Context: an optimization exercise on an open-source flow, tuned for small area, a short achievable clock period and few clock cycles per item. The choices shown serve that exercise and are no tape-out recipe. Where RTL was checked, it was by simulation tests only, not by an equivalence proof against the original. Power and IR drop assume default switching activity.

== trial 51 ==
==> flow/design.v (excerpt) <==
module sorted_unique_list_engine #(
  parameter int CAPACITY = sule_pkg::DEFAULT_CAPACITY
) (
  input  wire logic                               clk,
  input  wire logic                               rst,
  input  wire logic                               req_valid,
  output logic                                    req_stall,
  input  wire logic [sule_pkg::REQ_W-1:0]         req_type,
  input  wire logic signed [sule_pkg::DATA_W-1:0] value,
  output logic                                    rsp_valid,
  input  wire logic                               rsp_stall,
  output logic [sule_pkg::STAT_W-1:0]             status,
  output logic [sule_pkg::OUT_W-1:0]              position,
  output logic [sule_pkg::OUT_W-1:0]              count
);
export LEC_CHECK = 0
export ABC_AREA = 1
export CAP_MARGIN = 20
export CORE_MARGIN = 2
export CORE_UTILIZATION = 60
export CTS_CLUSTER_DIAMETER = 70
export CTS_CLUSTER_SIZE = 30
export SETUP_SLACK_MARGIN = 5.0
export SLEW_MARGIN = 20
create_clock -name core_clock -period 8.0 [get_ports {clk}]
run.sh (not shown) runs the stock make flow with config.mk's settings and CLKGATE_MAP_FILE= SYNTH_SCRIPT=/design/flow/synth_recipe.tcl, a recipe that flattens the netlist after the stock synthesis.
Trial 51 finished all stages; the layout is clean.
Testbench counts of trial 51, summed over its fixed seeds: cycles 4,032, items 4,000.
Input-level comparison between trial 43 and trial 51:
-- flow/config.mk --
<<< trial 51, line 9
export CAP_MARGIN = 20
export CORE_MARGIN = 2
export CORE_UTILIZATION = 60
export CTS_CLUSTER_DIAMETER = 70
export CTS_CLUSTER_SIZE = 30
>>> trial 43, line 9
export CAP_MARGIN = 20
export CORE_MARGIN = 2
export CORE_UTILIZATION = 55
export CTS_CLUSTER_DIAMETER = 70
export CTS_CLUSTER_SIZE = 30
--- outcome ---
Achievable clock frequency in trial 43 is 2.9% lower than in trial 51
No stage failed in trial 43, and the final checks on the layout all came back clean.
Post-placement worst setup slack deteriorates in trial 43 relative to trial 51.
Wire length per cell after detailed routing ended up 1.7% lower on trial 43 than on trial 51.


## P
Another version of the RTL of sorted_unique_list_engine (not shown whole).
Size in the first run: about 1200 flip-flops, ~54 I/O pins.
export LEC_CHECK = 0
export ABC_AREA = 1
export CAP_MARGIN = 20
export CORE_MARGIN = 2
export CORE_UTILIZATION = 60
export CTS_CLUSTER_DIAMETER = 100
export CTS_CLUSTER_SIZE = 30
export SETUP_SLACK_MARGIN = 5.0
export SLEW_MARGIN = 20
create_clock -name core_clock -period 8.0 [get_ports {clk}]
Inputs modified between P and Q:
diff --git a/flow/config.mk b/flow/config.mk
--- a/flow/config.mk
+++ b/flow/config.mk
@@ -11,4 +11,2 @@
 export CORE_UTILIZATION = 60
-export CTS_CLUSTER_DIAMETER = 100
-export CTS_CLUSTER_SIZE = 30
 export SETUP_SLACK_MARGIN = 5.0
[summary]
Q ran to completion and came out clean on the timing, design-rule and antenna checks.
Per the final summary, P finished and its layout is clean on timing, DRC and antenna.
Compared to P, Q has final routed wirelength across all metal layers 0.41% higher.
Between Q and P, it is Q whose detailed-routing iteration count for the pre-antenna-repair pass is higher, by 1.
Going from P to Q, the number of gates resized after CTS was found to have gone up by about 5.5%.
Summary of Q over P: setup slack moved up; final standard cell utilization of the core went up by 2.3 points; fraction of area in clock buffers and inverters went up 3.6 points; sequential share of layout area went down.
The share of total power in combinational logic reported for Q is smaller than that of P by 2.5 points.
No run of this note included a check of the RTL's function; only the layout flow was run.


== build 42 ==
Another version of the RTL of sorted_unique_list_engine (not shown whole).
Size in the first run: roughly 1,200 flip-flops, about 54 I/O pins, roughly 62,000 um^2 of cells after synthesis.
Settings: LEC_CHECK=0, ABC_AREA=1, CAP_MARGIN=20, CORE_MARGIN=2, CORE_UTILIZATION=60, CTS_CLUSTER_DIAMETER=100, CTS_CLUSTER_SIZE=30, SETUP_SLACK_MARGIN=5.0, SLEW_MARGIN=20; clock period 8.0 ns.
Testbench counts of build 42, summed over its fixed seeds: cycles 4,032, items 4,000.
What build 6 does differently from build 42 at the input level:
Settings: SETUP_SLACK_MARGIN: 5.0 -> 4.6.
Against build 42 as the reference, build 6 delivers a lower routed length on met1. Build 6 -> build 42: area share of and/or/nand/nor cells after synthesis delta 0, exact match. Per the comparison of build 6 with build 42, detailed-route via count dropped about 2.1%; cell area after layout dropped about 2.5%. Against build 42, build 6 reports a total power that is lower. Looking at capture point of the critical path, the u_ctrl.cnt_q[5]$_SDFFE_PP0P_ result is from build 42; the u_dp.kill$_SDFF_PP0_ one comes from build 6. Of build 6 and build 42, the run reporting the lower layout overhead on the synthesized area was build 6. Number of antenna violations at the first check in global routing (lower): build 6.
diff inputs: build 6 => build 97
Settings: a change of SETUP_SLACK_MARGIN from 4.6 to 5.0; a change of CTS_CLUSTER_SIZE from 30 to 25; a change of CTS_CLUSTER_DIAMETER from 100 to 70.
[summary]
Across both runs, amount of wire on met2 after detailed routing was higher for build 97 than for build 6.
As far as global routing usage on met3 is concerned, build 97 and build 6 perform about the same.
Total power: build 97 worse than build 6
In build 97 the total length of routed wires turned out 6.4% higher than in build 6.

## separate check: timing with driven ports
Ports are ideal in the flow. The routed layouts listed here were re-timed in OpenROAD.
Step 1: set_driving_cell puts a clkbuf_16 on clk and a buf_2 on each other input, an assumption about the parent block.
Step 2 also shifts input and output timing later by t, the mid clock arrival at the registers, as if the neighbouring blocks saw the same clock.
Slacks: no drivers / after step 1 / after step 2; pairs: no drivers / after step 1.
run	t (ns)	setup WS [ns]	pins driven straight from the clock port
trial 51	0.754	5.051 / 4.980 / 4.350	1
trial 43	0.764	4.964 / 4.964 / 4.250	1
P	0.780	4.936 / 4.936 / 4.299	1
Q	0.811	4.945 / 4.945 / 4.507	1
build 42	0.761	4.998 / 4.977 / 4.272	1
build 6	0.757	4.552 / 4.552 / 4.025	1
build 97	0.744	4.925 / 4.925 / 4.287	1
After both steps every run listed still meets setup and hold. The setup slack of build 42, which loses most, moves by -0.021 ns with the drivers and by -0.726 ns with both steps.
